This design comes from an exercise in tuning for small area, a short achievable clock period and few clock cycles per item on the open sky130 flow, not from production work.
Where RTL was checked, it was by simulation tests only, not by an equivalence proof against the original.
The RTL of run 1 was laid out without a check of its function.
Power figures rest on the tool's default switching activity, not on a simulated workload.

### flow/design.v
package mvm_accum_pkg;
    localparam int unsigned DEF_VP   = 3;
    localparam int unsigned DEF_EP   = 3;
    localparam int unsigned DEF_WI_X = 4;
    localparam int unsigned DEF_WF_X = 12;
    localparam int unsigned DEF_WI_W = 4;
    localparam int unsigned DEF_WF_W = 12;
    localparam int unsigned DEF_WI_O = 4;
    localparam int unsigned DEF_WF_O = 12;
endpackage
module mvm_lane (
    input  logic        clk,
    input  logic        acc_b,    
    input  logic        first_b,  
    input  logic [7:0]  eneg,     
    input  logic [7:0]  eone,     
    input  logic [7:0]  etwo,     
    input  logic [15:0] w_in,     
    input  logic        o_load,   
    output logic [15:0] data,
    output logic        ovf
);
    localparam logic [32:0] K = 33'h100010800;   
    logic        first, v;
    logic [7:0]  bneg, bone, btwo;
    logic [15:0] w;
    always_ff @(posedge clk) begin
        v     <= acc_b;
        first <= first_b;
        bneg  <= eneg & {8{acc_b}};
        bone  <= eone & {8{acc_b}};
        btwo  <= etwo & {8{acc_b}};
        w     <= w_in;
    end
    logic [32:0] acc_s, acc_c;
    logic [32:0] as_i, ac_i;
    logic [32:0] ns, nc;
    assign as_i = first ? K : acc_s;
    assign ac_i = first ? 33'd0 : acc_c;
    wire [16:0] pp0;
    wire [16:0] pp1;
    wire [16:0] pp2;
    wire [16:0] pp3;
    wire [16:0] pp4;
    wire [16:0] pp5;
    wire [16:0] pp6;
    wire [16:0] pp7;
    wire [16:0] m0 = ({17{bone[0]}} & {w[15], w}) | ({17{btwo[0]}} & {w, 1'b0});
    assign pp0 = {v & ~(m0[16] ^ bneg[0]), m0[15:0] ^ {16{bneg[0]}}};
    wire [16:0] m1 = ({17{bone[1]}} & {w[15], w}) | ({17{btwo[1]}} & {w, 1'b0});
    assign pp1 = {v & ~(m1[16] ^ bneg[1]), m1[15:0] ^ {16{bneg[1]}}};
    wire [16:0] m2 = ({17{bone[2]}} & {w[15], w}) | ({17{btwo[2]}} & {w, 1'b0});
    assign pp2 = {v & ~(m2[16] ^ bneg[2]), m2[15:0] ^ {16{bneg[2]}}};
    wire [16:0] m3 = ({17{bone[3]}} & {w[15], w}) | ({17{btwo[3]}} & {w, 1'b0});
    assign pp3 = {v & ~(m3[16] ^ bneg[3]), m3[15:0] ^ {16{bneg[3]}}};
    wire [16:0] m4 = ({17{bone[4]}} & {w[15], w}) | ({17{btwo[4]}} & {w, 1'b0});
    assign pp4 = {v & ~(m4[16] ^ bneg[4]), m4[15:0] ^ {16{bneg[4]}}};
    wire [16:0] m5 = ({17{bone[5]}} & {w[15], w}) | ({17{btwo[5]}} & {w, 1'b0});
    assign pp5 = {v & ~(m5[16] ^ bneg[5]), m5[15:0] ^ {16{bneg[5]}}};
    wire [16:0] m6 = ({17{bone[6]}} & {w[15], w}) | ({17{btwo[6]}} & {w, 1'b0});
    assign pp6 = {v & ~(m6[16] ^ bneg[6]), m6[15:0] ^ {16{bneg[6]}}};
    wire [16:0] m7 = ({17{bone[7]}} & {w[15], w}) | ({17{btwo[7]}} & {w, 1'b0});
    assign pp7 = {v & ~(m7[16] ^ bneg[7]), m7[15:0] ^ {16{bneg[7]}}};
    wire h0s, h0c;
    mvm_ha u_h0 (.a(bneg[6]), .b(as_i[12]), .s(h0s), .co(h0c));
    wire h1s, h1c;
    mvm_ha u_h1 (.a(as_i[13]), .b(ac_i[13]), .s(h1s), .co(h1c));
    wire t2s, t2c;
    mvm_fa u_t2 (.a(bneg[7]), .b(as_i[14]), .c(ac_i[14]), .s(t2s), .co(t2c));
    wire h3s, h3c;
    mvm_ha u_h3 (.a(pp0[14]), .b(pp1[12]), .s(h3s), .co(h3c));
    wire t4s, t4c;
    mvm_fa u_t4 (.a(as_i[15]), .b(ac_i[15]), .c(pp0[15]), .s(t4s), .co(t4c));
    wire h5s, h5c;
    mvm_ha u_h5 (.a(pp1[13]), .b(pp2[11]), .s(h5s), .co(h5c));
    wire t6s, t6c;
    mvm_fa u_t6 (.a(as_i[16]), .b(ac_i[16]), .c(pp0[16]), .s(t6s), .co(t6c));
    wire h7s, h7c;
    mvm_ha u_h7 (.a(pp1[14]), .b(pp2[12]), .s(h7s), .co(h7c));
    wire t8s, t8c;
    mvm_fa u_t8 (.a(as_i[17]), .b(ac_i[17]), .c(pp1[15]), .s(t8s), .co(t8c));
    wire h9s, h9c;
    mvm_ha u_h9 (.a(as_i[18]), .b(ac_i[18]), .s(h9s), .co(h9c));
    wire h10s, h10c;
    mvm_ha u_h10 (.a(bneg[3]), .b(as_i[6]), .s(h10s), .co(h10c));
    wire h11s, h11c;
    mvm_ha u_h11 (.a(as_i[7]), .b(ac_i[7]), .s(h11s), .co(h11c));
    wire t12s, t12c;
    mvm_fa u_t12 (.a(bneg[4]), .b(as_i[8]), .c(ac_i[8]), .s(t12s), .co(t12c));
    wire h13s, h13c;
    mvm_ha u_h13 (.a(pp0[8]), .b(pp1[6]), .s(h13s), .co(h13c));
    wire t14s, t14c;
    mvm_fa u_t14 (.a(as_i[9]), .b(ac_i[9]), .c(pp0[9]), .s(t14s), .co(t14c));
    wire h15s, h15c;
    mvm_ha u_h15 (.a(pp1[7]), .b(pp2[5]), .s(h15s), .co(h15c));
    wire t16s, t16c;
    mvm_fa u_t16 (.a(bneg[5]), .b(as_i[10]), .c(ac_i[10]), .s(t16s), .co(t16c));
    wire t17s, t17c;
    mvm_fa u_t17 (.a(pp0[10]), .b(pp1[8]), .c(pp2[6]), .s(t17s), .co(t17c));
    wire h18s, h18c;
    mvm_ha u_h18 (.a(pp3[4]), .b(pp4[2]), .s(h18s), .co(h18c));
    wire t19s, t19c;
    mvm_fa u_t19 (.a(as_i[11]), .b(ac_i[11]), .c(pp0[11]), .s(t19s), .co(t19c));
    wire t20s, t20c;
    mvm_fa u_t20 (.a(pp1[9]), .b(pp2[7]), .c(pp3[5]), .s(t20s), .co(t20c));
    wire h21s, h21c;
    mvm_ha u_h21 (.a(pp4[3]), .b(pp5[1]), .s(h21s), .co(h21c));
    wire t22s, t22c;
    mvm_fa u_t22 (.a(ac_i[12]), .b(pp0[12]), .c(pp1[10]), .s(t22s), .co(t22c));
    wire t23s, t23c;
    mvm_fa u_t23 (.a(pp2[8]), .b(pp3[6]), .c(pp4[4]), .s(t23s), .co(t23c));
    wire t24s, t24c;
    mvm_fa u_t24 (.a(pp5[2]), .b(pp6[0]), .c(h0s), .s(t24s), .co(t24c));
    wire t25s, t25c;
    mvm_fa u_t25 (.a(pp0[13]), .b(pp1[11]), .c(pp2[9]), .s(t25s), .co(t25c));
    wire t26s, t26c;
    mvm_fa u_t26 (.a(pp3[7]), .b(pp4[5]), .c(pp5[3]), .s(t26s), .co(t26c));
    wire t27s, t27c;
    mvm_fa u_t27 (.a(pp6[1]), .b(h0c), .c(h1s), .s(t27s), .co(t27c));
    wire t28s, t28c;
    mvm_fa u_t28 (.a(pp2[10]), .b(pp3[8]), .c(pp4[6]), .s(t28s), .co(t28c));
    wire t29s, t29c;
    mvm_fa u_t29 (.a(pp5[4]), .b(pp6[2]), .c(pp7[0]), .s(t29s), .co(t29c));
    wire t30s, t30c;
    mvm_fa u_t30 (.a(h1c), .b(t2s), .c(h3s), .s(t30s), .co(t30c));
    wire t31s, t31c;
    mvm_fa u_t31 (.a(pp3[9]), .b(pp4[7]), .c(pp5[5]), .s(t31s), .co(t31c));
    wire t32s, t32c;
    mvm_fa u_t32 (.a(pp6[3]), .b(pp7[1]), .c(h3c), .s(t32s), .co(t32c));
    wire t33s, t33c;
    mvm_fa u_t33 (.a(h5s), .b(t4s), .c(t2c), .s(t33s), .co(t33c));
    wire t34s, t34c;
    mvm_fa u_t34 (.a(pp3[10]), .b(pp4[8]), .c(pp5[6]), .s(t34s), .co(t34c));
    wire t35s, t35c;
    mvm_ffa u_t35 (.a(pp6[4]), .b(pp7[2]), .c(h5c), .s(t35s), .co(t35c));
    wire t36s, t36c;
    mvm_ffa u_t36 (.a(h7s), .b(t6s), .c(t4c), .s(t36s), .co(t36c));
    wire t37s, t37c;
    mvm_fa u_t37 (.a(pp2[13]), .b(pp3[11]), .c(pp4[9]), .s(t37s), .co(t37c));
    wire t38s, t38c;
    mvm_fa u_t38 (.a(pp5[7]), .b(pp6[5]), .c(pp7[3]), .s(t38s), .co(t38c));
    wire t39s, t39c;
    mvm_ffa u_t39 (.a(h7c), .b(t8s), .c(t6c), .s(t39s), .co(t39c));
    wire t40s, t40c;
    mvm_fa u_t40 (.a(pp1[16]), .b(pp2[14]), .c(pp3[12]), .s(t40s), .co(t40c));
    wire t41s, t41c;
    mvm_fa u_t41 (.a(pp4[10]), .b(pp5[8]), .c(pp6[6]), .s(t41s), .co(t41c));
    wire t42s, t42c;
    mvm_fa u_t42 (.a(pp7[4]), .b(h9s), .c(t8c), .s(t42s), .co(t42c));
    wire t43s, t43c;
    mvm_fa u_t43 (.a(as_i[19]), .b(ac_i[19]), .c(pp2[15]), .s(t43s), .co(t43c));
    wire t44s, t44c;
    mvm_fa u_t44 (.a(pp3[13]), .b(pp4[11]), .c(pp5[9]), .s(t44s), .co(t44c));
    wire t45s, t45c;
    mvm_fa u_t45 (.a(pp6[7]), .b(pp7[5]), .c(h9c), .s(t45s), .co(t45c));
    wire t46s, t46c;
    mvm_fa u_t46 (.a(as_i[20]), .b(ac_i[20]), .c(pp2[16]), .s(t46s), .co(t46c));
    wire t47s, t47c;
    mvm_fa u_t47 (.a(pp3[14]), .b(pp4[12]), .c(pp5[10]), .s(t47s), .co(t47c));
    wire h48s, h48c;
    mvm_ha u_h48 (.a(pp6[8]), .b(pp7[6]), .s(h48s), .co(h48c));
    wire t49s, t49c;
    mvm_fa u_t49 (.a(as_i[21]), .b(ac_i[21]), .c(pp3[15]), .s(t49s), .co(t49c));
    wire t50s, t50c;
    mvm_fa u_t50 (.a(pp4[13]), .b(pp5[11]), .c(pp6[9]), .s(t50s), .co(t50c));
    wire t51s, t51c;
    mvm_fa u_t51 (.a(as_i[22]), .b(ac_i[22]), .c(pp3[16]), .s(t51s), .co(t51c));
    wire h52s, h52c;
    mvm_ha u_h52 (.a(pp4[14]), .b(pp5[12]), .s(h52s), .co(h52c));
    wire t53s, t53c;
    mvm_fa u_t53 (.a(as_i[23]), .b(ac_i[23]), .c(pp4[15]), .s(t53s), .co(t53c));
    wire h54s, h54c;
    mvm_ha u_h54 (.a(as_i[24]), .b(ac_i[24]), .s(h54s), .co(h54c));
    wire h55s, h55c;
    mvm_ha u_h55 (.a(bneg[1]), .b(as_i[2]), .s(h55s), .co(h55c));
    wire h56s, h56c;
    mvm_ha u_h56 (.a(as_i[3]), .b(ac_i[3]), .s(h56s), .co(h56c));
    wire t57s, t57c;
    mvm_fa u_t57 (.a(bneg[2]), .b(as_i[4]), .c(ac_i[4]), .s(t57s), .co(t57c));
    wire h58s, h58c;
    mvm_ha u_h58 (.a(pp0[4]), .b(pp1[2]), .s(h58s), .co(h58c));
    wire t59s, t59c;
    mvm_fa u_t59 (.a(as_i[5]), .b(ac_i[5]), .c(pp0[5]), .s(t59s), .co(t59c));
    wire h60s, h60c;
    mvm_ha u_h60 (.a(pp1[3]), .b(pp2[1]), .s(h60s), .co(h60c));
    wire t61s, t61c;
    mvm_fa u_t61 (.a(ac_i[6]), .b(pp0[6]), .c(pp1[4]), .s(t61s), .co(t61c));
    wire t62s, t62c;
    mvm_fa u_t62 (.a(pp2[2]), .b(pp3[0]), .c(h10s), .s(t62s), .co(t62c));
    wire t63s, t63c;
    mvm_fa u_t63 (.a(pp0[7]), .b(pp1[5]), .c(pp2[3]), .s(t63s), .co(t63c));
    wire t64s, t64c;
    mvm_fa u_t64 (.a(pp3[1]), .b(h10c), .c(h11s), .s(t64s), .co(t64c));
    wire t65s, t65c;
    mvm_fa u_t65 (.a(pp2[4]), .b(pp3[2]), .c(pp4[0]), .s(t65s), .co(t65c));
    wire t66s, t66c;
    mvm_fa u_t66 (.a(h11c), .b(t12s), .c(h13s), .s(t66s), .co(t66c));
    wire t67s, t67c;
    mvm_fa u_t67 (.a(pp3[3]), .b(pp4[1]), .c(h13c), .s(t67s), .co(t67c));
    wire t68s, t68c;
    mvm_fa u_t68 (.a(h15s), .b(t14s), .c(t12c), .s(t68s), .co(t68c));
    wire t69s, t69c;
    mvm_fa u_t69 (.a(pp5[0]), .b(h15c), .c(t16s), .s(t69s), .co(t69c));
    wire t70s, t70c;
    mvm_fa u_t70 (.a(h18s), .b(t17s), .c(t14c), .s(t70s), .co(t70c));
    wire t71s, t71c;
    mvm_fa u_t71 (.a(h18c), .b(h21s), .c(t19s), .s(t71s), .co(t71c));
    wire t72s, t72c;
    mvm_fa u_t72 (.a(t16c), .b(t20s), .c(t17c), .s(t72s), .co(t72c));
    wire t73s, t73c;
    mvm_fa u_t73 (.a(h21c), .b(t22s), .c(t23s), .s(t73s), .co(t73c));
    wire t74s, t74c;
    mvm_fa u_t74 (.a(t19c), .b(t20c), .c(t24s), .s(t74s), .co(t74c));
    wire t75s, t75c;
    mvm_fa u_t75 (.a(t25s), .b(t26s), .c(t22c), .s(t75s), .co(t75c));
    wire t76s, t76c;
    mvm_fa u_t76 (.a(t23c), .b(t27s), .c(t24c), .s(t76s), .co(t76c));
    wire t77s, t77c;
    mvm_fa u_t77 (.a(t28s), .b(t29s), .c(t25c), .s(t77s), .co(t77c));
    wire t78s, t78c;
    mvm_ffa u_t78 (.a(t26c), .b(t27c), .c(t30s), .s(t78s), .co(t78c));
    wire t79s, t79c;
    mvm_fa u_t79 (.a(t31s), .b(t28c), .c(t29c), .s(t79s), .co(t79c));
    wire t80s, t80c;
    mvm_ffa u_t80 (.a(t32s), .b(t33s), .c(t30c), .s(t80s), .co(t80c));
    wire t81s, t81c;
    mvm_fa u_t81 (.a(t34s), .b(t31c), .c(t35s), .s(t81s), .co(t81c));
    wire t82s, t82c;
    mvm_ffa u_t82 (.a(t32c), .b(t36s), .c(t33c), .s(t82s), .co(t82c));
    wire t83s, t83c;
    mvm_fa u_t83 (.a(t37s), .b(t38s), .c(t34c), .s(t83s), .co(t83c));
    wire t84s, t84c;
    mvm_ffa u_t84 (.a(t35c), .b(t39s), .c(t36c), .s(t84s), .co(t84c));
    wire t85s, t85c;
    mvm_fa u_t85 (.a(t40s), .b(t41s), .c(t37c), .s(t85s), .co(t85c));
    wire t86s, t86c;
    mvm_ffa u_t86 (.a(t38c), .b(t42s), .c(t39c), .s(t86s), .co(t86c));
    wire t87s, t87c;
    mvm_fa u_t87 (.a(t43s), .b(t44s), .c(t40c), .s(t87s), .co(t87c));
    wire t88s, t88c;
    mvm_ffa u_t88 (.a(t41c), .b(t45s), .c(t42c), .s(t88s), .co(t88c));
    wire t89s, t89c;
    mvm_fa u_t89 (.a(h48s), .b(t46s), .c(t47s), .s(t89s), .co(t89c));
    wire t90s, t90c;
    mvm_fa u_t90 (.a(t43c), .b(t44c), .c(t45c), .s(t90s), .co(t90c));
    wire t91s, t91c;
    mvm_fa u_t91 (.a(pp7[7]), .b(h48c), .c(t49s), .s(t91s), .co(t91c));
    wire t92s, t92c;
    mvm_fa u_t92 (.a(t50s), .b(t46c), .c(t47c), .s(t92s), .co(t92c));
    wire t93s, t93c;
    mvm_fa u_t93 (.a(pp6[10]), .b(pp7[8]), .c(h52s), .s(t93s), .co(t93c));
    wire t94s, t94c;
    mvm_fa u_t94 (.a(t51s), .b(t49c), .c(t50c), .s(t94s), .co(t94c));
    wire t95s, t95c;
    mvm_fa u_t95 (.a(pp5[13]), .b(pp6[11]), .c(pp7[9]), .s(t95s), .co(t95c));
    wire t96s, t96c;
    mvm_fa u_t96 (.a(h52c), .b(t53s), .c(t51c), .s(t96s), .co(t96c));
    wire t97s, t97c;
    mvm_fa u_t97 (.a(pp4[16]), .b(pp5[14]), .c(pp6[12]), .s(t97s), .co(t97c));
    wire t98s, t98c;
    mvm_fa u_t98 (.a(pp7[10]), .b(h54s), .c(t53c), .s(t98s), .co(t98c));
    wire t99s, t99c;
    mvm_fa u_t99 (.a(as_i[25]), .b(ac_i[25]), .c(pp5[15]), .s(t99s), .co(t99c));
    wire t100s, t100c;
    mvm_fa u_t100 (.a(pp6[13]), .b(pp7[11]), .c(h54c), .s(t100s), .co(t100c));
    wire t101s, t101c;
    mvm_fa u_t101 (.a(as_i[26]), .b(ac_i[26]), .c(pp5[16]), .s(t101s), .co(t101c));
    wire h102s, h102c;
    mvm_ha u_h102 (.a(pp6[14]), .b(pp7[12]), .s(h102s), .co(h102c));
    wire t103s, t103c;
    mvm_fa u_t103 (.a(as_i[27]), .b(ac_i[27]), .c(pp6[15]), .s(t103s), .co(t103c));
    wire h104s, h104c;
    mvm_ha u_h104 (.a(as_i[28]), .b(ac_i[28]), .s(h104s), .co(h104c));
    wire h105s, h105c;
    mvm_ha u_h105 (.a(bneg[0]), .b(as_i[0]), .s(h105s), .co(h105c));
    wire h106s, h106c;
    mvm_ha u_h106 (.a(as_i[1]), .b(ac_i[1]), .s(h106s), .co(h106c));
    wire t107s, t107c;
    mvm_fa u_t107 (.a(ac_i[2]), .b(pp0[2]), .c(pp1[0]), .s(t107s), .co(t107c));
    wire t108s, t108c;
    mvm_fa u_t108 (.a(pp0[3]), .b(pp1[1]), .c(h55c), .s(t108s), .co(t108c));
    wire t109s, t109c;
    mvm_fa u_t109 (.a(pp2[0]), .b(h56c), .c(t57s), .s(t109s), .co(t109c));
    wire t110s, t110c;
    mvm_fa u_t110 (.a(h58c), .b(h60s), .c(t59s), .s(t110s), .co(t110c));
    wire t111s, t111c;
    mvm_fa u_t111 (.a(h60c), .b(t61s), .c(t59c), .s(t111s), .co(t111c));
    wire t112s, t112c;
    mvm_fa u_t112 (.a(t63s), .b(t61c), .c(t64s), .s(t112s), .co(t112c));
    wire t113s, t113c;
    mvm_fa u_t113 (.a(t65s), .b(t63c), .c(t64c), .s(t113s), .co(t113c));
    wire t114s, t114c;
    mvm_fa u_t114 (.a(t65c), .b(t67s), .c(t68s), .s(t114s), .co(t114c));
    wire t115s, t115c;
    mvm_fa u_t115 (.a(t69s), .b(t67c), .c(t68c), .s(t115s), .co(t115c));
    wire t116s, t116c;
    mvm_fa u_t116 (.a(t71s), .b(t69c), .c(t72s), .s(t116s), .co(t116c));
    wire t117s, t117c;
    mvm_ffa u_t117 (.a(t71c), .b(t73s), .c(t74s), .s(t117s), .co(t117c));
    wire t118s, t118c;
    mvm_ffa u_t118 (.a(t75s), .b(t73c), .c(t74c), .s(t118s), .co(t118c));
    wire t119s, t119c;
    mvm_ffa u_t119 (.a(t77s), .b(t75c), .c(t78s), .s(t119s), .co(t119c));
    wire t120s, t120c;
    mvm_ffa u_t120 (.a(t79s), .b(t77c), .c(t80s), .s(t120s), .co(t120c));
    wire t121s, t121c;
    mvm_ffa u_t121 (.a(t81s), .b(t79c), .c(t82s), .s(t121s), .co(t121c));
    wire t122s, t122c;
    mvm_ffa u_t122 (.a(t83s), .b(t81c), .c(t84s), .s(t122s), .co(t122c));
    wire t123s, t123c;
    mvm_ffa u_t123 (.a(t85s), .b(t83c), .c(t86s), .s(t123s), .co(t123c));
    wire t124s, t124c;
    mvm_ffa u_t124 (.a(t87s), .b(t85c), .c(t88s), .s(t124s), .co(t124c));
    wire t125s, t125c;
    mvm_ffa u_t125 (.a(t89s), .b(t87c), .c(t90s), .s(t125s), .co(t125c));
    wire t126s, t126c;
    mvm_fa u_t126 (.a(t91s), .b(t92s), .c(t89c), .s(t126s), .co(t126c));
    wire t127s, t127c;
    mvm_fa u_t127 (.a(t93s), .b(t91c), .c(t94s), .s(t127s), .co(t127c));
    wire t128s, t128c;
    mvm_fa u_t128 (.a(t95s), .b(t96s), .c(t93c), .s(t128s), .co(t128c));
    wire t129s, t129c;
    mvm_fa u_t129 (.a(t97s), .b(t95c), .c(t98s), .s(t129s), .co(t129c));
    wire t130s, t130c;
    mvm_fa u_t130 (.a(t99s), .b(t97c), .c(t100s), .s(t130s), .co(t130c));
    wire t131s, t131c;
    mvm_fa u_t131 (.a(h102s), .b(t101s), .c(t99c), .s(t131s), .co(t131c));
    wire t132s, t132c;
    mvm_fa u_t132 (.a(pp7[13]), .b(h102c), .c(t103s), .s(t132s), .co(t132c));
    wire t133s, t133c;
    mvm_fa u_t133 (.a(pp6[16]), .b(pp7[14]), .c(h104s), .s(t133s), .co(t133c));
    wire t134s, t134c;
    mvm_fa u_t134 (.a(as_i[29]), .b(ac_i[29]), .c(pp7[15]), .s(t134s), .co(t134c));
    wire h135s, h135c;
    mvm_ha u_h135 (.a(as_i[30]), .b(ac_i[30]), .s(h135s), .co(h135c));
    wire h136s, h136c;
    mvm_ha u_h136 (.a(ac_i[0]), .b(pp0[0]), .s(h136s), .co(h136c));
    wire t137s, t137c;
    mvm_fa u_t137 (.a(pp0[1]), .b(h105c), .c(h106s), .s(t137s), .co(t137c));
    wire t138s, t138c;
    mvm_fa u_t138 (.a(h106c), .b(h55s), .c(t107s), .s(t138s), .co(t138c));
    wire t139s, t139c;
    mvm_fa u_t139 (.a(h56s), .b(t107c), .c(t108s), .s(t139s), .co(t139c));
    wire t140s, t140c;
    mvm_fa u_t140 (.a(h58s), .b(t108c), .c(t109s), .s(t140s), .co(t140c));
    wire t141s, t141c;
    mvm_fa u_t141 (.a(t57c), .b(t110s), .c(t109c), .s(t141s), .co(t141c));
    wire t142s, t142c;
    mvm_fa u_t142 (.a(t62s), .b(t110c), .c(t111s), .s(t142s), .co(t142c));
    wire t143s, t143c;
    mvm_fa u_t143 (.a(t62c), .b(t112s), .c(t111c), .s(t143s), .co(t143c));
    wire t144s, t144c;
    mvm_fa u_t144 (.a(t66s), .b(t113s), .c(t112c), .s(t144s), .co(t144c));
    wire t145s, t145c;
    mvm_fa u_t145 (.a(t66c), .b(t114s), .c(t113c), .s(t145s), .co(t145c));
    wire t146s, t146c;
    mvm_ffa u_t146 (.a(t70s), .b(t115s), .c(t114c), .s(t146s), .co(t146c));
    wire t147s, t147c;
    mvm_ffa u_t147 (.a(t70c), .b(t116s), .c(t115c), .s(t147s), .co(t147c));
    wire t148s, t148c;
    mvm_ffa u_t148 (.a(t72c), .b(t117s), .c(t116c), .s(t148s), .co(t148c));
    wire t149s, t149c;
    mvm_ffa u_t149 (.a(t76s), .b(t118s), .c(t117c), .s(t149s), .co(t149c));
    wire t150s, t150c;
    mvm_ffa u_t150 (.a(t76c), .b(t119s), .c(t118c), .s(t150s), .co(t150c));
    wire t151s, t151c;
    mvm_ffa u_t151 (.a(t78c), .b(t120s), .c(t119c), .s(t151s), .co(t151c));
    wire t152s, t152c;
    mvm_ffa u_t152 (.a(t80c), .b(t121s), .c(t120c), .s(t152s), .co(t152c));
    wire t153s, t153c;
    mvm_ffa u_t153 (.a(t82c), .b(t122s), .c(t121c), .s(t153s), .co(t153c));
    wire t154s, t154c;
    mvm_ffa u_t154 (.a(t84c), .b(t123s), .c(t122c), .s(t154s), .co(t154c));
    wire t155s, t155c;
    mvm_ffa u_t155 (.a(t86c), .b(t124s), .c(t123c), .s(t155s), .co(t155c));
    wire t156s, t156c;
    mvm_ffa u_t156 (.a(t125s), .b(t88c), .c(t124c), .s(t156s), .co(t156c));
    wire t157s, t157c;
    mvm_ffa u_t157 (.a(t90c), .b(t126s), .c(t125c), .s(t157s), .co(t157c));
    wire t158s, t158c;
    mvm_ffa u_t158 (.a(t92c), .b(t127s), .c(t126c), .s(t158s), .co(t158c));
    wire t159s, t159c;
    mvm_ffa u_t159 (.a(t94c), .b(t128s), .c(t127c), .s(t159s), .co(t159c));
    wire t160s, t160c;
    mvm_ffa u_t160 (.a(t96c), .b(t129s), .c(t128c), .s(t160s), .co(t160c));
    wire t161s, t161c;
    mvm_ffa u_t161 (.a(t130s), .b(t98c), .c(t129c), .s(t161s), .co(t161c));
    wire t162s, t162c;
    mvm_fa u_t162 (.a(t100c), .b(t131s), .c(t130c), .s(t162s), .co(t162c));
    wire t163s, t163c;
    mvm_fa u_t163 (.a(t101c), .b(t132s), .c(t131c), .s(t163s), .co(t163c));
    wire t164s, t164c;
    mvm_fa u_t164 (.a(t103c), .b(t133s), .c(t132c), .s(t164s), .co(t164c));
    wire t165s, t165c;
    mvm_fa u_t165 (.a(h104c), .b(t134s), .c(t133c), .s(t165s), .co(t165c));
    wire t166s, t166c;
    mvm_fa u_t166 (.a(pp7[16]), .b(h135s), .c(t134c), .s(t166s), .co(t166c));
    wire t167s, t167c;
    mvm_fa u_t167 (.a(as_i[31]), .b(ac_i[31]), .c(h135c), .s(t167s), .co(t167c));
    wire h168s, h168c;
    mvm_ha u_h168 (.a(as_i[32]), .b(ac_i[32]), .s(h168s), .co(h168c));
    assign ns[0] = h136s;
    assign ns[1] = h136c;
    assign ns[2] = t137c;
    assign ns[3] = t138c;
    assign ns[4] = t139c;
    assign ns[5] = t140c;
    assign ns[6] = t141c;
    assign ns[7] = t142c;
    assign ns[8] = t143c;
    assign ns[9] = t144c;
    assign ns[10] = t145c;
    assign ns[11] = t146c;
    assign ns[12] = t147c;
    assign ns[13] = t148c;
    assign ns[14] = t149c;
    assign ns[15] = t150c;
    assign ns[16] = t151c;
    assign ns[17] = t152c;
    assign ns[18] = t153c;
    assign ns[19] = t154c;
    assign ns[20] = t155c;
    assign ns[21] = t156c;
    assign ns[22] = t157c;
    assign ns[23] = t158c;
    assign ns[24] = t159c;
    assign ns[25] = t160c;
    assign ns[26] = t161c;
    assign ns[27] = t162c;
    assign ns[28] = t163c;
    assign ns[29] = t164c;
    assign ns[30] = t165c;
    assign ns[31] = t166c;
    assign ns[32] = t167c;
    assign nc[0] = h105s;
    assign nc[1] = t137s;
    assign nc[2] = t138s;
    assign nc[3] = t139s;
    assign nc[4] = t140s;
    assign nc[5] = t141s;
    assign nc[6] = t142s;
    assign nc[7] = t143s;
    assign nc[8] = t144s;
    assign nc[9] = t145s;
    assign nc[10] = t146s;
    assign nc[11] = t147s;
    assign nc[12] = t148s;
    assign nc[13] = t149s;
    assign nc[14] = t150s;
    assign nc[15] = t151s;
    assign nc[16] = t152s;
    assign nc[17] = t153s;
    assign nc[18] = t154s;
    assign nc[19] = t155s;
    assign nc[20] = t156s;
    assign nc[21] = t157s;
    assign nc[22] = t158s;
    assign nc[23] = t159s;
    assign nc[24] = t160s;
    assign nc[25] = t161s;
    assign nc[26] = t162s;
    assign nc[27] = t163s;
    assign nc[28] = t164s;
    assign nc[29] = t165s;
    assign nc[30] = t166s;
    assign nc[31] = t167s;
    assign nc[32] = h168s;
    wire [26:0] g, p;
    mvm_ha u_gp0 (.a(acc_s[0]), .b(acc_c[0]), .s(p[0]), .co(g[0]));
    mvm_ha u_gp1 (.a(acc_s[1]), .b(acc_c[1]), .s(p[1]), .co(g[1]));
    mvm_ha u_gp2 (.a(acc_s[2]), .b(acc_c[2]), .s(p[2]), .co(g[2]));
    mvm_ha u_gp3 (.a(acc_s[3]), .b(acc_c[3]), .s(p[3]), .co(g[3]));
    mvm_ha u_gp4 (.a(acc_s[4]), .b(acc_c[4]), .s(p[4]), .co(g[4]));
    mvm_ha u_gp5 (.a(acc_s[5]), .b(acc_c[5]), .s(p[5]), .co(g[5]));
    mvm_ha u_gp6 (.a(acc_s[6]), .b(acc_c[6]), .s(p[6]), .co(g[6]));
    mvm_ha u_gp7 (.a(acc_s[7]), .b(acc_c[7]), .s(p[7]), .co(g[7]));
    mvm_ha u_gp8 (.a(acc_s[8]), .b(acc_c[8]), .s(p[8]), .co(g[8]));
    mvm_ha u_gp9 (.a(acc_s[9]), .b(acc_c[9]), .s(p[9]), .co(g[9]));
    mvm_ha u_gp10 (.a(acc_s[10]), .b(acc_c[10]), .s(p[10]), .co(g[10]));
    mvm_ha u_gp11 (.a(acc_s[11]), .b(acc_c[11]), .s(p[11]), .co(g[11]));
    mvm_ha u_gp12 (.a(acc_s[12]), .b(acc_c[12]), .s(p[12]), .co(g[12]));
    mvm_ha u_gp13 (.a(acc_s[13]), .b(acc_c[13]), .s(p[13]), .co(g[13]));
    mvm_ha u_gp14 (.a(acc_s[14]), .b(acc_c[14]), .s(p[14]), .co(g[14]));
    mvm_ha u_gp15 (.a(acc_s[15]), .b(acc_c[15]), .s(p[15]), .co(g[15]));
    mvm_ha u_gp16 (.a(acc_s[16]), .b(acc_c[16]), .s(p[16]), .co(g[16]));
    mvm_ha u_gp17 (.a(acc_s[17]), .b(acc_c[17]), .s(p[17]), .co(g[17]));
    mvm_ha u_gp18 (.a(acc_s[18]), .b(acc_c[18]), .s(p[18]), .co(g[18]));
    mvm_ha u_gp19 (.a(acc_s[19]), .b(acc_c[19]), .s(p[19]), .co(g[19]));
    mvm_ha u_gp20 (.a(acc_s[20]), .b(acc_c[20]), .s(p[20]), .co(g[20]));
    mvm_ha u_gp21 (.a(acc_s[21]), .b(acc_c[21]), .s(p[21]), .co(g[21]));
    mvm_ha u_gp22 (.a(acc_s[22]), .b(acc_c[22]), .s(p[22]), .co(g[22]));
    mvm_ha u_gp23 (.a(acc_s[23]), .b(acc_c[23]), .s(p[23]), .co(g[23]));
    mvm_ha u_gp24 (.a(acc_s[24]), .b(acc_c[24]), .s(p[24]), .co(g[24]));
    mvm_ha u_gp25 (.a(acc_s[25]), .b(acc_c[25]), .s(p[25]), .co(g[25]));
    mvm_ha u_gp26 (.a(acc_s[26]), .b(acc_c[26]), .s(p[26]), .co(g[26]));
    wire G_1_0;
    mvm_g u_G_1_0 (.gh(g[1]), .ph(p[1]), .gl(g[0]), .g(G_1_0));
    wire G_3_2, P_3_2;
    mvm_gp u_G_3_2 (.gh(g[3]), .ph(p[3]), .gl(g[2]), .pl(p[2]), .g(G_3_2), .p(P_3_2));
    wire G_5_4, P_5_4;
    mvm_gp u_G_5_4 (.gh(g[5]), .ph(p[5]), .gl(g[4]), .pl(p[4]), .g(G_5_4), .p(P_5_4));
    wire G_8_7, P_8_7;
    mvm_gp u_G_8_7 (.gh(g[8]), .ph(p[8]), .gl(g[7]), .pl(p[7]), .g(G_8_7), .p(P_8_7));
    wire G_10_9, P_10_9;
    mvm_gp u_G_10_9 (.gh(g[10]), .ph(p[10]), .gl(g[9]), .pl(p[9]), .g(G_10_9), .p(P_10_9));
    wire G_12_11, P_12_11;
    mvm_gp u_G_12_11 (.gh(g[12]), .ph(p[12]), .gl(g[11]), .pl(p[11]), .g(G_12_11), .p(P_12_11));
    wire G_15_14, P_15_14;
    mvm_gp u_G_15_14 (.gh(g[15]), .ph(p[15]), .gl(g[14]), .pl(p[14]), .g(G_15_14), .p(P_15_14));
    wire G_17_16, P_17_16;
    mvm_gp u_G_17_16 (.gh(g[17]), .ph(p[17]), .gl(g[16]), .pl(p[16]), .g(G_17_16), .p(P_17_16));
    wire G_19_18, P_19_18;
    mvm_gp u_G_19_18 (.gh(g[19]), .ph(p[19]), .gl(g[18]), .pl(p[18]), .g(G_19_18), .p(P_19_18));
    wire G_22_21, P_22_21;
    mvm_gp u_G_22_21 (.gh(g[22]), .ph(p[22]), .gl(g[21]), .pl(p[21]), .g(G_22_21), .p(P_22_21));
    wire G_25_24, P_25_24;
    mvm_gp u_G_25_24 (.gh(g[25]), .ph(p[25]), .gl(g[24]), .pl(p[24]), .g(G_25_24), .p(P_25_24));
    wire G_6_4, P_6_4;
    mvm_gp u_G_6_4 (.gh(g[6]), .ph(p[6]), .gl(G_5_4), .pl(P_5_4), .g(G_6_4), .p(P_6_4));
    wire G_13_11, P_13_11;
    mvm_gp u_G_13_11 (.gh(g[13]), .ph(p[13]), .gl(G_12_11), .pl(P_12_11), .g(G_13_11), .p(P_13_11));
    wire G_16_14, P_16_14;
    mvm_gp u_G_16_14 (.gh(g[16]), .ph(p[16]), .gl(G_15_14), .pl(P_15_14), .g(G_16_14), .p(P_16_14));
    wire G_20_18, P_20_18;
    mvm_gp u_G_20_18 (.gh(g[20]), .ph(p[20]), .gl(G_19_18), .pl(P_19_18), .g(G_20_18), .p(P_20_18));
    wire G_23_21, P_23_21;
    mvm_gp u_G_23_21 (.gh(g[23]), .ph(p[23]), .gl(G_22_21), .pl(P_22_21), .g(G_23_21), .p(P_23_21));
    wire G_26_24, P_26_24;
    mvm_gp u_G_26_24 (.gh(g[26]), .ph(p[26]), .gl(G_25_24), .pl(P_25_24), .g(G_26_24), .p(P_26_24));
    wire G_3_0;
    mvm_g u_G_3_0 (.gh(G_3_2), .ph(P_3_2), .gl(G_1_0), .g(G_3_0));
    wire G_10_7, P_10_7;
    mvm_gp u_G_10_7 (.gh(G_10_9), .ph(P_10_9), .gl(G_8_7), .pl(P_8_7), .g(G_10_7), .p(P_10_7));
    wire G_17_14, P_17_14;
    mvm_gp u_G_17_14 (.gh(G_17_16), .ph(P_17_16), .gl(G_15_14), .pl(P_15_14), .g(G_17_14), .p(P_17_14));
    wire G_24_21, P_24_21;
    mvm_gp u_G_24_21 (.gh(g[24]), .ph(p[24]), .gl(G_23_21), .pl(P_23_21), .g(G_24_21), .p(P_24_21));
    wire G_11_7, P_11_7;
    mvm_gp u_G_11_7 (.gh(g[11]), .ph(p[11]), .gl(G_10_7), .pl(P_10_7), .g(G_11_7), .p(P_11_7));
    wire G_18_14, P_18_14;
    mvm_gp u_G_18_14 (.gh(g[18]), .ph(p[18]), .gl(G_17_14), .pl(P_17_14), .g(G_18_14), .p(P_18_14));
    wire G_25_21, P_25_21;
    mvm_gp u_G_25_21 (.gh(G_25_24), .ph(P_25_24), .gl(G_23_21), .pl(P_23_21), .g(G_25_21), .p(P_25_21));
    wire G_12_7, P_12_7;
    mvm_gp u_G_12_7 (.gh(G_12_11), .ph(P_12_11), .gl(G_10_7), .pl(P_10_7), .g(G_12_7), .p(P_12_7));
    wire G_19_14, P_19_14;
    mvm_gp u_G_19_14 (.gh(G_19_18), .ph(P_19_18), .gl(G_17_14), .pl(P_17_14), .g(G_19_14), .p(P_19_14));
    wire G_26_21, P_26_21;
    mvm_gp u_G_26_21 (.gh(G_26_24), .ph(P_26_24), .gl(G_23_21), .pl(P_23_21), .g(G_26_21), .p(P_26_21));
    wire G_6_0;
    mvm_g u_G_6_0 (.gh(G_6_4), .ph(P_6_4), .gl(G_3_0), .g(G_6_0));
    wire G_13_7, P_13_7;
    mvm_gp u_G_13_7 (.gh(G_13_11), .ph(P_13_11), .gl(G_10_7), .pl(P_10_7), .g(G_13_7), .p(P_13_7));
    wire G_20_14, P_20_14;
    mvm_gp u_G_20_14 (.gh(G_20_18), .ph(P_20_18), .gl(G_17_14), .pl(P_17_14), .g(G_20_14), .p(P_20_14));
    wire G_21_14, P_21_14;
    mvm_gp u_G_21_14 (.gh(g[21]), .ph(p[21]), .gl(G_20_14), .pl(P_20_14), .g(G_21_14), .p(P_21_14));
    wire G_22_14, P_22_14;
    mvm_gp u_G_22_14 (.gh(G_22_21), .ph(P_22_21), .gl(G_20_14), .pl(P_20_14), .g(G_22_14), .p(P_22_14));
    wire G_23_14, P_23_14;
    mvm_gp u_G_23_14 (.gh(G_23_21), .ph(P_23_21), .gl(G_20_14), .pl(P_20_14), .g(G_23_14), .p(P_23_14));
    wire G_24_14, P_24_14;
    mvm_gp u_G_24_14 (.gh(G_24_21), .ph(P_24_21), .gl(G_20_14), .pl(P_20_14), .g(G_24_14), .p(P_24_14));
    wire G_11_0;
    mvm_g u_G_11_0 (.gh(G_11_7), .ph(P_11_7), .gl(G_6_0), .g(G_11_0));
    wire G_25_14, P_25_14;
    mvm_gp u_G_25_14 (.gh(G_25_21), .ph(P_25_21), .gl(G_20_14), .pl(P_20_14), .g(G_25_14), .p(P_25_14));
    wire G_12_0;
    mvm_g u_G_12_0 (.gh(G_12_7), .ph(P_12_7), .gl(G_6_0), .g(G_12_0));
    wire G_26_14, P_26_14;
    mvm_gp u_G_26_14 (.gh(G_26_21), .ph(P_26_21), .gl(G_20_14), .pl(P_20_14), .g(G_26_14), .p(P_26_14));
    wire G_13_0;
    mvm_g u_G_13_0 (.gh(G_13_7), .ph(P_13_7), .gl(G_6_0), .g(G_13_0));
    wire G_14_0;
    mvm_g u_G_14_0 (.gh(g[14]), .ph(p[14]), .gl(G_13_0), .g(G_14_0));
    wire G_15_0;
    mvm_g u_G_15_0 (.gh(G_15_14), .ph(P_15_14), .gl(G_13_0), .g(G_15_0));
    wire G_16_0;
    mvm_g u_G_16_0 (.gh(G_16_14), .ph(P_16_14), .gl(G_13_0), .g(G_16_0));
    wire G_17_0;
    mvm_g u_G_17_0 (.gh(G_17_14), .ph(P_17_14), .gl(G_13_0), .g(G_17_0));
    wire G_18_0;
    mvm_g u_G_18_0 (.gh(G_18_14), .ph(P_18_14), .gl(G_13_0), .g(G_18_0));
    wire G_19_0;
    mvm_g u_G_19_0 (.gh(G_19_14), .ph(P_19_14), .gl(G_13_0), .g(G_19_0));
    wire G_20_0;
    mvm_g u_G_20_0 (.gh(G_20_14), .ph(P_20_14), .gl(G_13_0), .g(G_20_0));
    wire G_21_0;
    mvm_g u_G_21_0 (.gh(G_21_14), .ph(P_21_14), .gl(G_13_0), .g(G_21_0));
    wire G_22_0;
    mvm_g u_G_22_0 (.gh(G_22_14), .ph(P_22_14), .gl(G_13_0), .g(G_22_0));
    wire G_23_0;
    mvm_g u_G_23_0 (.gh(G_23_14), .ph(P_23_14), .gl(G_13_0), .g(G_23_0));
    wire G_24_0;
    mvm_g u_G_24_0 (.gh(G_24_14), .ph(P_24_14), .gl(G_13_0), .g(G_24_0));
    wire G_25_0;
    mvm_g u_G_25_0 (.gh(G_25_14), .ph(P_25_14), .gl(G_13_0), .g(G_25_0));
    wire G_26_0;
    mvm_g u_G_26_0 (.gh(G_26_14), .ph(P_26_14), .gl(G_13_0), .g(G_26_0));
    wire [27:12] cy;    
    assign cy[12] = G_11_0;
    assign cy[13] = G_12_0;
    assign cy[14] = G_13_0;
    assign cy[15] = G_14_0;
    assign cy[16] = G_15_0;
    assign cy[17] = G_16_0;
    assign cy[18] = G_17_0;
    assign cy[19] = G_18_0;
    assign cy[20] = G_19_0;
    assign cy[21] = G_20_0;
    assign cy[22] = G_21_0;
    assign cy[23] = G_22_0;
    assign cy[24] = G_23_0;
    assign cy[25] = G_24_0;
    assign cy[26] = G_25_0;
    assign cy[27] = G_26_0;
    wire [27:12] tot;
    assign tot[26:12] = p[26:12] ^ cy[26:12];
    wire inr0, inr1, sg0, sg1, t27_0, t27_1;
    mvm_top u_top (.s(acc_s[32:27]), .c(acc_c[32:27]), .inr0(inr0), .inr1(inr1),
                   .sg0(sg0), .sg1(sg1), .t0(t27_0), .t1(t27_1));
    wire inr = cy[27] ? inr1 : inr0;    
    wire sg  = cy[27] ? sg1 : sg0;      
    assign tot[27] = cy[27] ? t27_1 : t27_0;
    always_ff @(posedge clk) begin
        acc_s <= ns;
        acc_c <= nc;
        if (o_load) begin
            data <= inr ? tot[27:12] : (sg ? 16'h8000 : 16'h7fff);
            ovf  <= ~inr;
        end
    end
endmodule
module mvm_fa (input logic a, b, c, output logic s, co);
    assign s  = a ^ b ^ c;
    assign co = (a & b) | (a & c) | (b & c);
endmodule
module mvm_ffa (input logic a, b, c, output logic s, co);
    logic p;
    mvm_xor2 u_p (.a(a), .b(b), .y(p));
    mvm_xor2 u_s (.a(p), .b(c), .y(s));
    mvm_maj3 u_c (.a(a), .b(b), .c(c), .y(co));
endmodule
module mvm_xor2 (input logic a, b, output logic y);
    assign y = a ^ b;
endmodule
module mvm_maj3 (input logic a, b, c, output logic y);
    assign y = (a & b) | (a & c) | (b & c);
endmodule
module mvm_gp (input logic gh, ph, gl, pl, output logic g, p);
    assign g = gh | (ph & gl);
    assign p = ph & pl;
endmodule
module mvm_g (input logic gh, ph, gl, output logic g);
    assign g = gh | (ph & gl);
endmodule
module mvm_top (input logic [5:0] s, c, output logic inr0, inr1, sg0, sg1, t0, t1);
    wire [5:0] u0 = s + c;
    wire [5:0] u1 = s + c + 6'd1;
    assign inr0 = (u0 == 6'd0) || (u0 == 6'd63);
    assign inr1 = (u1 == 6'd0) || (u1 == 6'd63);
    assign sg0 = u0[5];
    assign sg1 = u1[5];
    assign t0 = u0[0];
    assign t1 = u1[0];
endmodule
module mvm_ha (input logic a, b, output logic s, co);
    assign s  = a ^ b;
    assign co = a & b;
endmodule
module mvm_accum (
    input  logic        clk,
    input  logic        rst,
    input  logic        clr,
    input  logic        s_valid,
    output logic        s_ready,
    input  logic [15:0] s_x,
    input  logic [47:0] s_w,
    output logic        m_valid,
    input  logic        m_ready,
    output logic [47:0] m_data,
    output logic [2:0]  m_ovf
);
    logic [1:0] bc;           
    logic       iv;           
    logic       ilast;        
    logic       afull;        
    logic       s_busy;       
    assign s_ready = ~s_busy;
    wire acc_b  = s_valid & s_ready & ~clr;
    wire o_load = afull & ~m_valid;
    wire [1:0] bc_n    = clr ? 2'd0 : acc_b ? ((bc == 2'd2) ? 2'd0 : bc + 2'd1) : bc;
    wire       afull_n = ~clr & ((iv & ilast) | (afull & ~o_load));
    wire       mval_n  = ~clr & (o_load | (m_valid & ~m_ready));
    wire [16:0] xe = {s_x, 1'b0};
    logic [7:0] eneg, eone, etwo;
    always_comb begin
        for (int i = 0; i < 8; i++) begin
            eneg[i] = xe[2*i+2] & ~(xe[2*i+1] & xe[2*i]);
            eone[i] = xe[2*i+1] ^ xe[2*i];
            etwo[i] = (xe[2*i+2] & ~xe[2*i+1] & ~xe[2*i]) | (~xe[2*i+2] & xe[2*i+1] & xe[2*i]);
        end
    end
    always_ff @(posedge clk or posedge rst) begin
        if (rst) begin
            bc      <= 2'd0;
            iv      <= 1'b0;
            ilast   <= 1'b0;
            afull   <= 1'b0;
            m_valid <= 1'b0;
            s_busy  <= 1'b0;
        end else begin
            bc      <= bc_n;
            iv      <= acc_b;
            ilast   <= acc_b & (bc == 2'd2);
            afull   <= afull_n;
            m_valid <= mval_n;
            s_busy  <= (bc_n == 2'd0) & (mval_n | afull_n);
        end
    end
    for (genvar l = 0; l < 3; l++) begin : g_lane
        mvm_lane u_lane (
            .clk    (clk),
            .acc_b  (acc_b),
            .first_b(acc_b & (bc == 2'd0)),
            .eneg   (eneg),
            .eone   (eone),
            .etwo   (etwo),
            .w_in   (s_w[(2-l)*16 +: 16]),
            .o_load (o_load),
            .data   (m_data[(2-l)*16 +: 16]),
            .ovf    (m_ovf[l])
        );
    end
endmodule
### flow/flow/run.sh
#!/bin/bash
set -euo pipefail
mapfile -t KNOBS < <(grep -v '^\s*\(#\|$\)' flow/knobs.txt)
bash standard.sh "${KNOBS[@]}" finish > orfs_make.log 2>&1
### flow/flow/knobs.txt
SETUP_SLACK_MARGIN=6.3
MATCH_CELL_FOOTPRINT=0
BUFFER_PORTS_ARGS=-buffer_cell sky130_fd_sc_hd__buf_2
### flow/standard.sh
#!/bin/bash
# synth_recipe.tcl (not shown) runs the flow's synth.tcl, then flattens the netlist and writes it again
# the make line also repeats each setting of config.mk as NAME=value (left out here)
make -C /OpenROAD-flow-scripts/flow DESIGN_CONFIG=/design/flow/config.mk WORK_HOME=/design/flow/orfs CLKGATE_MAP_FILE= SYNTH_SCRIPT=/design/flow/synth_recipe.tcl "${@:-finish}"
### flow/config.mk
export PLATFORM = sky130hd
export DESIGN_NAME = mvm_accum
export DESIGN_NICKNAME = mvm_accum
export VERILOG_FILES = /design/flow/design.v
export SDC_FILE = /design/flow/constraint.sdc
export NUM_CORES = 4
export LEC_CHECK = 0
export CAP_MARGIN = 20
export CORE_MARGIN = 2
export CORE_UTILIZATION = 40
export SLEW_MARGIN = 20
export SYNTH_HIERARCHICAL = 1
### flow/constraint.sdc
create_clock -name core_clock -period 9.0 [get_ports {clk}]
set_input_delay 1.8000 -clock core_clock [delete_from_list [all_inputs] [get_ports {clk}]]
set_output_delay 1.8000 -clock core_clock [all_outputs]
set_load 0.01 [all_outputs]
==> results by group, run 1 <==
Timing
  • Final period util: 33.0%
  • Rel. slew slack: 57.0%
  • Minimum clock period: 2970 ps
  • Worst-Margin Slew: 638 ps
  • Clk_skew: about 31 ps
  • Final hold vios: 0
  • Peak Freq: about 340 MHz
  • Unrepaired setup endpoints after global routing: yes
  • Worst hold slack: 529 ps
  • Pins Over Slew Limit: 0
  • Final setup TNS: 0 ps
  • Final setup violation count: 0

Floorplanning
  • Die footprint: 85500 sq um
  • Row count: 105
  • Die H: 292 um
  • IO Count: between 100 and 150
  • Starting Density: 40.5%
  • Die width: 292 um
  • Core ar.: roughly 82000 sq um

Placement
  • Final RePlAce weighted congestion: 0.833
  • Port bufs: roughly 120
  • Hpwl dp: 60.9 mm

Finish
  • Fillers: 7014
  • Layout area overhead: 31.4%
  • Fraction of layout instances using a drive strength above 1: between 40% and 50%
  • Final core utilization: 53.2%
  • Final nets: just over 4k

Logic synthesis
  • Compound-gate portion of the synthesized area: 14.1%
  • Main combinational cell family by area after synthesis: adder cells
  • Syn Nets: between 3k and 4k
  • Post-Synthesis Cells: 3080
  • Post-synthesis mux area share: 1.10%
  • Sequential share of the synthesized area: approximately 25%
  • Area of the mapped netlist: 33300 sq um
  • Seq cells post-synth: 382
  • Fraction of registers with async set/reset: 1.83%
  • Number of synthesized flops with an enable pin: a little over 50
  • Main synth FF type: dfxtp_1
  • Adder-cell area share of the yosys netlist: 30.1%
  • Synth cell types: 45
  • Post-Synth XOR/XNOR Area: 17.2%
  • Mapped Avg Cell Area: 10.8 sq um
  • Simple-gate area share of the yosys netlist: 9.17%
  • Synth warn: 8

Worst setup path
  • Setup crit start kind: flip-flop
  • Critical Path AT: 3470 ps
  • Setup crit end kind: flip-flop
  • Reg2Reg Depth: 9
  • Worst R2R Start: g_lane[0].u_lane.w[11]
  • Crit path required time: 9500 ps
  • R2R setup slack: between 6000 and 7000 ps
  • Critical path class: reg -> reg
  • R2r endpoint: g_lane[0].u_lane.acc_s[17]
  • Max FO, Critical Path: 12

Power and ir drop
  • Peak VDD IR: 0.168 mV
  • Lkg Pwr: about 19 nW
  • Pwr Density: 302 nW/um^2
  • Power, Total: 13.2 mW

Routing
  • Via count: 25.3k
  • WL final: 102 mm
  • Routed vias/inst: 5.49
  • Remaining routing DRC violations: 0
  • Initial DRC count: approximately 1.9k
  • Drt pass-1 iters: 6
  • Routed length per instance: 22.0 um
  • Post-DRT Antenna Nets: 0

CTS
  • Clock sinks: approximately 380
  • Hold Buf Count CTS: 0
  • CTS Root Buffer Type: clkbuf_16
  • Htree depth: 2
  • TritonCTS clock tree: built
  • Clock Latency Late Sink: just over 600 ps
  • Total CTS buffers: 48
  • Worst-path clk slew: approximately 60 ps
  • Clock buffer depth: 3

Hold path
  • Worst min path class: reg -> reg
  • Hold Crit Start: bc[0]
  • Hold Path Stages: 1
  • Hold Path End: ilast

Global routing
  • Remaining Overflow, GRT: 0
  • Initial antenna violation count: 10
  • Gr usage total: 22.9%
  • Global-route wire length before repair: 153 mm
  • Vias in the first global route: about 26k
  • Largest net degree at the start of global routing: 77

Run
  • Number of max-cap violations: 0

Outcome
  • Status: complete, no violations
-- per-stage QoR --
step / setup WS, ps / cells / cell area, sq um
6_report: 6030 / 4607 / 43700
5_1_grt: 5920 / 4606 / 43700
4_1_cts: 5980 / 4458 / 40800
3_5_place_dp: 5510 / 4041 / 34600
3_3_place_gp: 5620 / 4041 / 34600
2_1_floorplan: 6150 / 3080 / 34300
-- Yosys stat by module, one instance, submodules excluded, excerpt --
module,cells,times used,cell area [sq um]
mvm_lane,624,3,6220
mvm_accum,65,1,584
mvm_top,32,3,259
mvm_fa,1,327,20.0
mvm_ha,1,159,12.5
mvm_maj3,1,102,11.3
mvm_g,1,57,7.51
-- sequential cells by signal (all words and copies together), names as in the netlist, 2 cells and up --
register             count
bc                       2
g_lane.u_lane.acc_c     99
g_lane.u_lane.acc_s     99
g_lane.u_lane.bneg      24
g_lane.u_lane.bone      24
g_lane.u_lane.btwo      24
g_lane.u_lane.data      48
g_lane.u_lane.first      3
g_lane.u_lane.ovf        3
g_lane.u_lane.v          3
g_lane.u_lane.w         48
-- layout by cell type (no fill, tap or decap), types with 28 or more instances in the layout --
cell	Yosys	final
a21o_1	156	147
buf_4	3	321
dfxtp_1	324	207
a22oi_1	361	214
maj3_2	102	102
xor2_1	216	198
clkbuf_16	0	62
o211ai_2	30	28
buf_12	0	42
dfxtp_4	0	104
ha_1	181	164
nand2_1	51	51
xnor2_2	3	70
edfxtp_1	51	51
a22oi_2	0	147
buf_6	4	105
fa_2	0	67
nor2b_2	0	34
and2_1	171	167
buf_2	126	119
nand2b_1	33	28
nor2b_1	198	133
nor2b_4	0	31
fa_1	330	263
xnor2_1	432	364
-- synthesized netlist by cell type (4+ instances only) --
library cell	count	area (sq um)
maj3_2	102	1150
nand3b_1	6	45.0
or2_2	9	56.3
o21ai_0	34	170
or3b_1	4	35.0
nor2_1	21	78.8
mux2i_1	28	280
o211ai_1	15	113
dfxtp_1	324	6490
buf_2	126	631
or3_1	6	37.5
xor2_1	216	1890
buf_6	4	45.0
nor2b_1	198	1240
o211ai_2	30	375
clkbuf_1	124	465
nand2b_1	33	206
edfxtp_1	51	1530
dfrtp_1	7	175
and2_1	171	1070
xnor2_1	432	3780
ha_1	181	2260
fa_1	330	6610
a21oi_2	4	35.0
a21o_1	156	1170
a22oi_1	361	2710
inv_1	14	52.6
nand2_1	51	191
mux2_2	4	45.0
-- worst max-delay path, cell delays in order, from the launching register on --
cell	delay [ps]
dfxtp_4	500
a22oi_1	150
xnor2_1	140
ha_1	350
fa_1	590
xor2_1	200
xor2_1	130
buf_4	160
maj3_2	320
maj3_2	310
-- logic make-up after synthesis --
logic type,after synthesis
and+or+nand+nor,511
AOI/OAI and AO/OA,614
xor gates and xnor gates,651
adders and majority gates,613
muxes,35
DFF,382
buffers and inverters,274
-- worst max-delay path by stage --
stage | startpoint | depth (start not counted) | to | slack [ps]
after floorplan | g_lane[0].u_lane.w[14] | 10 | g_lane[0].u_lane.acc_s[17] | 6150
after global placement | g_lane[0].u_lane.w[9] | 6 | g_lane[0].u_lane.acc_c[9] | 5620
after detailed placement | g_lane[2].u_lane.bone[0] | 10 | g_lane[2].u_lane.acc_c[16] | 5510
after CTS | g_lane[0].u_lane.data[12] | 1 | m_data[44] | 5980
after global routing | g_lane[2].u_lane.first | 11 | g_lane[2].u_lane.acc_c[16] | 5920
final | g_lane[0].u_lane.w[11] | 9 | g_lane[0].u_lane.acc_s[17] | 6030
-- layout make-up --
cell class	count	area, sq um	area share (%)
multi-input combinational	2428	26400	60.4
sequential	382	8600	19.7
timing repair buffer	621	5650	12.9
clock buffer	64	1360	3.12
tap	1070	1340	3.06
clock inverter	25	319	0.729
inverter	14	52.6	0.120
antenna	3	7.51	0.0172
-- power by group --
part / switching, mW / internal [mW] / total [mW] / leakage, nW
sequential: 0.341 / 2.35 / 2.69 / 3.30
clock: 0.813 / 1.24 / 2.05 / 0.817
combinational: 4.10 / 4.35 / 8.45 / 15.2
-- what timing repair did --
| action | in CTS | in global routing |
|---|---|---|
| gates cloned | 15 | 4 |
| gates resized for setup | 552 | 362 |
| endpoints found under the setup margin | 244 | 229 |
| pin swaps | 401 | 429 |
| buffers inserted | 313 | 142 |
-- routing by layer --
layer / global-route usage, % / routed length [um] / vias up / part of all wire [%]
li1: - / - / 11400 / -
met1: 30.8 / 43100 / 12500 / 42
met2: 36.8 / 46300 / 1114 / 46
met3: 4.43 / 7840 / 302 / 7.7
met4: 8.17 / 4260 / 10 / 4.2
met5: 0 / 59 / - / 0.058
==> inputs of run 2 (changes only) <==
--- a/flow/design.v
+++ b/flow/design.v
@@ -27,9 +27,9 @@
     always_ff @(posedge clk) begin
         v     <= acc_b;
         first <= first_b;
-        bneg  <= eneg & {8{acc_b}};
-        bone  <= eone & {8{acc_b}};
-        btwo  <= etwo & {8{acc_b}};
+        bneg  <= eneg;
+        bone  <= eone;
+        btwo  <= etwo;
         w     <= w_in;
     end
     logic [32:0] acc_s, acc_c;
@@ -723,9 +723,9 @@
             .clk    (clk),
             .acc_b  (acc_b),
             .first_b(acc_b & (bc == 2'd0)),
-            .eneg   (eneg),
-            .eone   (eone),
-            .etwo   (etwo),
+            .eneg   (eneg & {8{acc_b}}),
+            .eone   (eone & {8{acc_b}}),
+            .etwo   (etwo & {8{acc_b}}),
             .w_in   (s_w[(2-l)*16 +: 16]),
             .o_load (o_load),
             .data   (m_data[(2-l)*16 +: 16]),
==> flow/flow/knobs.txt (replaced) <==
SETUP_SLACK_MARGIN=5.5
MATCH_CELL_FOOTPRINT=0
BUFFER_PORTS_ARGS=-buffer_cell sky130_fd_sc_hd__buf_2
==> run 2 against run 1 <==
  * Global-route usage shrank 3.3 points
  * Non-clock buffer count shrank 480
  * Final cell count shrank 12%
  * Synthesized area fell by 1.0%
  * Die area decreased by 1.0%
  * Sequential power about the same
  * Maximum frequency is 13% lower
  * Critical path type unchanged
  * Largest cell class unchanged
==> results by group, run 2 <==
Logic synthesis
  • Most frequent cell after synthesis: xnor2_1
  • Syn Nets: 3598 (-1.7%)
  • Main synth FF type: dfxtp_1
  • Commonest cells in the netlist: xnor2_1 (432), a22oi_1 (361), fa_1 (330)
  • Top-area cell type share of the netlist area: 20.1% (+0.21 points)
  • Synth cell types: 50 (+11%)
  • Mapped Avg Cell Area: 10.9 sq um (+0.99%)
  • Synth warn: 8 (unchanged)
  • Post-Synthesis Cells: 3018 (-2.0%)
  • Post-synth top area cell: fa_1
  • Seq cells post-synth: 382 (unchanged)
  • Fraction of registers with async set/reset: 1.83% (unchanged)
  • Sequential share of the synthesized area: 24.9% (+0.26 points)
  • Area of the mapped netlist: 32900 sq um (-1.0%)
  • Top cells by area, synth: fa_1 (20%), dfxtp_1 (20%), xnor2_1 (11%)
  • Number of synthesized flops with an enable pin: 51 (unchanged)

Power and ir drop
  • Pwr Density: 328 nW/um^2 (+8.7%)
  • Clk pwr share: 18.7% (+3.1 points)
  • Switching Power: 4.72 mW (-10%)
  • Sw Ratio: 40.2% (+0.31 points)
  • Combinational share of power: 58.1% (-5.9 points)
  • Internal power: 7.03 mW (-11%)
  • Peak VDD IR: 0.170 mV (+1.5%)
  • Part of the power in registers: 23.2% (+2.8 points)
  • Lkg Pwr: 15.7 nW (-19%)

CTS
  • Total CTS buffers: 50 (+4.2%)
  • Clock Latency Late Sink: 610 ps (about the same)
  • Htree depth: 2 (unchanged)
  • TritonCTS clock tree: built
  • Worst-path clk slew: 60 ps (about the same)
  • Post-CTS setup buffers: 0 (-100%)
  • Cells resized by post-CTS repair: 0 (-100%)
  • Clock sinks: 382 (unchanged)
  • Clock buffer depth: 3 (unchanged)
  • Hold Buf Count CTS: 0 (unchanged)
  • CTS Root Buffer Type: clkbuf_16

Placement
  • Port bufs: 121 (unchanged)
  • Final RePlAce weighted congestion: 0.829 (-0.40%)
  • Hpwl dp: 59.9 mm (-1.6%)

Routing
  • Routed vias/inst: 5.36 (-2.4%)
  • Remaining routing DRC violations: 0 (unchanged)
  • Post-DRT Antenna Nets: 0 (unchanged)
  • Initial DRC count: 1516 (-20%)
  • Routed length per instance: 20.0 um (-9.2%)
  • Drt pass-1 iters: 5 (-1)
  • WL final: 81.5 mm (-20%)
  • Via count: 21.8k (-14%)

Worst setup path
  • Critical path class: reg -> reg
  • Crit path required time: 9470 ps (-30 ps)
  • CP peak stage delay: 860 ps (+270 ps)
  • Critical Path, Cell by Cell: a22oi_1 -> xnor2_1 -> fa_1 -> fa_1 -> fa_1 -> fa_1
  • Setup crit end kind: flip-flop
  • Critical path's slowest cell: dfxtp_1
  • R2r endpoint: g_lane[1].u_lane.acc_c[9]
  • Top cell by count, worst path: fa_1
  • Reg2Reg Depth: 6 (-3)
  • Critical Path AT: 3900 ps (+430 ps)
  • Setup crit start kind: flip-flop
  • R2R setup slack: 5570 ps (-460 ps)
  • Max FO, Critical Path: 16 (+4)
  • Crit. Startpoint: g_lane[1].u_lane.w[8]
  • Worst R2R Start: g_lane[1].u_lane.w[8]

Floorplanning
  • Die width: 291 um (-0.52%)
  • Die footprint: 84600 sq um (-1.0%)
  • Row count: 105 (unchanged)
  • Starting Density: 40.2% (-0.23 points)
  • Core ar.: 81800 sq um (-0.48%)
  • Die H: 291 um (-0.52%)
  • IO Count: 122 (unchanged)

Global routing
  • Initial antenna violation count: 13 (+3)
  • Gr usage total: 19.6% (-3.3 points)
  • Global-route wire length before repair: 132 mm (-14%)
  • Largest net degree at the start of global routing: 67 (-13%)
  • Remaining Overflow, GRT: 0 (unchanged)
  • Vias in the first global route: 23.0k (-11%)

Hold path
  • Hold Path End: ilast
  • Worst min path class: reg -> reg
  • Hold Crit Start: bc[0]
  • Hold Path Stages: 1 (unchanged)

Timing
  • Clk_skew: 36.2 ps (+4.93 ps)
  • Worst-Margin Slew: 866 ps (+228 ps)
  • Final setup violation count: 0 (unchanged)
  • Pins Over Slew Limit: 0 (unchanged)
  • Minimum clock period: 3430 ps (+458 ps)
  • Final hold vios: 0 (unchanged)
  • Worst hold slack: 514 ps (-14.7 ps)
  • Unrepaired setup endpoints after global routing: no
  • Final period util: 38.1% (+5.1 points)
  • Final setup TNS: 0 ps (unchanged)
  • Peak Freq: 292 MHz (-13%)
  • Rel. slew slack: 42.2% (-15 points)

Finish
  • Fillers: 7739 (+10%)
  • Area of the multi-input gates: 23500 sq um (-11%)
  • Layout area overhead: 8.78%
  • FF/Latch Area: 8240 sq um (-4.2%)
  • Most common cell after layout, fill and taps aside: xnor2_1
  • Fraction of layout instances using a drive strength above 1: 14.7% (-26 points)
  • Final core utilization: 43.8% (-9.4 points)
  • Most frequent cells in the layout: xnor2_1 (432), a22oi_1 (361), fa_1 (330)
  • Final nets: 3537 (-13%)
  • Largest regs: g_lane.u_lane.acc_c (99), g_lane.u_lane.acc_s (99)

Run
  • Number of max-cap violations: 0 (unchanged)

Outcome
  • Status: complete, no violations
run 2: cell types whose count changed after synthesis, sizes merged, moves of 2 or more:
cell    before  now
nand2b      34   29
a21oi        7   14
nand2       51   53
nor3b        0    8
nand3b       6    8
clkbuf     127  120
and2       171  108
o21ai       34   27
nor2b      198  192
nor2        21   24
inv         14   16
nor3         0    2
run 2: per-module statistics from Yosys (local to each module, per instance), a selection:
module     cells inside  times used
mvm_ha                1         159
mvm_fa                1         327
mvm_top              32           3
mvm_xor2              1         204
mvm_g                 1          57
mvm_lane            598           3
mvm_accum            81           1
mvm_maj3              1         102
mvm_gp                2          99
run 2: per-stage QoR:
| step | power (mW) | setup slack [ps] | cell area [sq um] | cells |
|---|---|---|---|---|
| floorplan | 8.36 | 5800 | 32900 | 3018 |
| global placement | 9.51 | 5600 | 33900 | 3975 |
| detailed placement | 9.64 | 5600 | 33900 | 3975 |
| CTS | 11.9 | 5570 | 35800 | 4069 |
| global route | 12.9 | 5500 | 35800 | 4070 |
| finish | 11.8 | 5570 | 35800 | 4073 |
run 2: power by group through the flow:
stage	clock network, mW	registers [mW]	logic (mW)
detailed placement	0	2.75	6.89
finish	2.20	2.72	6.83
global route	2.33	2.78	7.76
CTS	2.26	2.72	6.94
global placement	0	2.75	6.76
floorplan	0	2.53	5.83
run 2: final cells by class:
class	count	area share, %
tap	1070	3.74
multi-input combinational	2366	65.7
inverter	16	0.189
sequential	382	23.0
clock buffer	62	4.02
timing repair buffer	141	2.12
antenna	4	0.0279
clock inverter	32	1.19
run 2: cell families after synthesis:
kind of cell	after synthesis	share of synthesized area (%)
AOI/OAI and AO/OA	614	14.2
adders and majority gates	613	30.4
muxes	35	1.11
and+or+nand+nor	453	8.23
DFF	382	24.9
xor gates and xnor gates	651	17.4
buffers and inverters	270	3.74
run 2: routing by layer:
layer	track usage, %	vias to the layer above	share of wire, %
met5	0	-	0.12
met4	5.38	18	2.5
met3	4.53	120	6.6
met2	30.9	600	45
met1	26.9	10900	45
li1	-	10200	-
run 2: how the worst max path moves through the flow:
| stage | end | slack [ps] | cells past startpoint |
|---|---|---|---|
| after floorplan | g_lane[0].u_lane.data[0] | 5800 | 1 |
| after global placement | g_lane[2].u_lane.acc_c[15] | 5600 | 8 |
| after global routing | g_lane[2].u_lane.acc_c[21] | 5500 | 7 |
| after detailed placement | g_lane[2].u_lane.acc_c[18] | 5600 | 8 |
| final | g_lane[1].u_lane.acc_c[9] | 5570 | 6 |
| after CTS | g_lane[2].u_lane.acc_c[21] | 5570 | 6 |
run 2: critical path, delay by kind of cell (launching register included):
family | cells | cell delay, ps
flip-flops | 1 | 860
XOR/XNOR | 1 | 300
AO/OA/AOI/OAI | 1 | 180
adder cells (fa/ha/maj) | 4 | 1940
Testbench counts of run 2, summed over its fixed seeds: cycles 3,624, items 1,200.

## static timing again, ports no longer ideal
The flow's constraints put no driver on any port. The routed layouts listed below were extracted and timed again, unchanged, in two steps.
Step 1: set_driving_cell puts a clkbuf_16 on clk and a buf_2 on each other input, an assumption about the parent block.
Step 2 adds t to the input delays and takes it off the output delays; t is the mean of the earliest and latest rising clock arrival at the registers after step 1. Input paths then give back, and output paths get back, about the clock's delay inside the block.
Three values: ideal, step 1, step 2; two values: the first two.
| run | shift t [ns] | setup slack, ns | worst register clock-pin slew, ns | pins driven straight from the clock port |
|---|---|---|---|---|
| run 1 | 0.669 | 6.029 / 5.975 / 5.948 | 0.07 / 0.07 | 1 |
| run 2 | 0.660 | 5.570 / 5.570 / 5.570 | 0.06 / 0.06 | 1 |
After both steps every run listed still meets setup and hold. For run 1, which loses most, drivers alone change the setup slack by -0.054 ns; drivers and shift together by -0.081 ns.
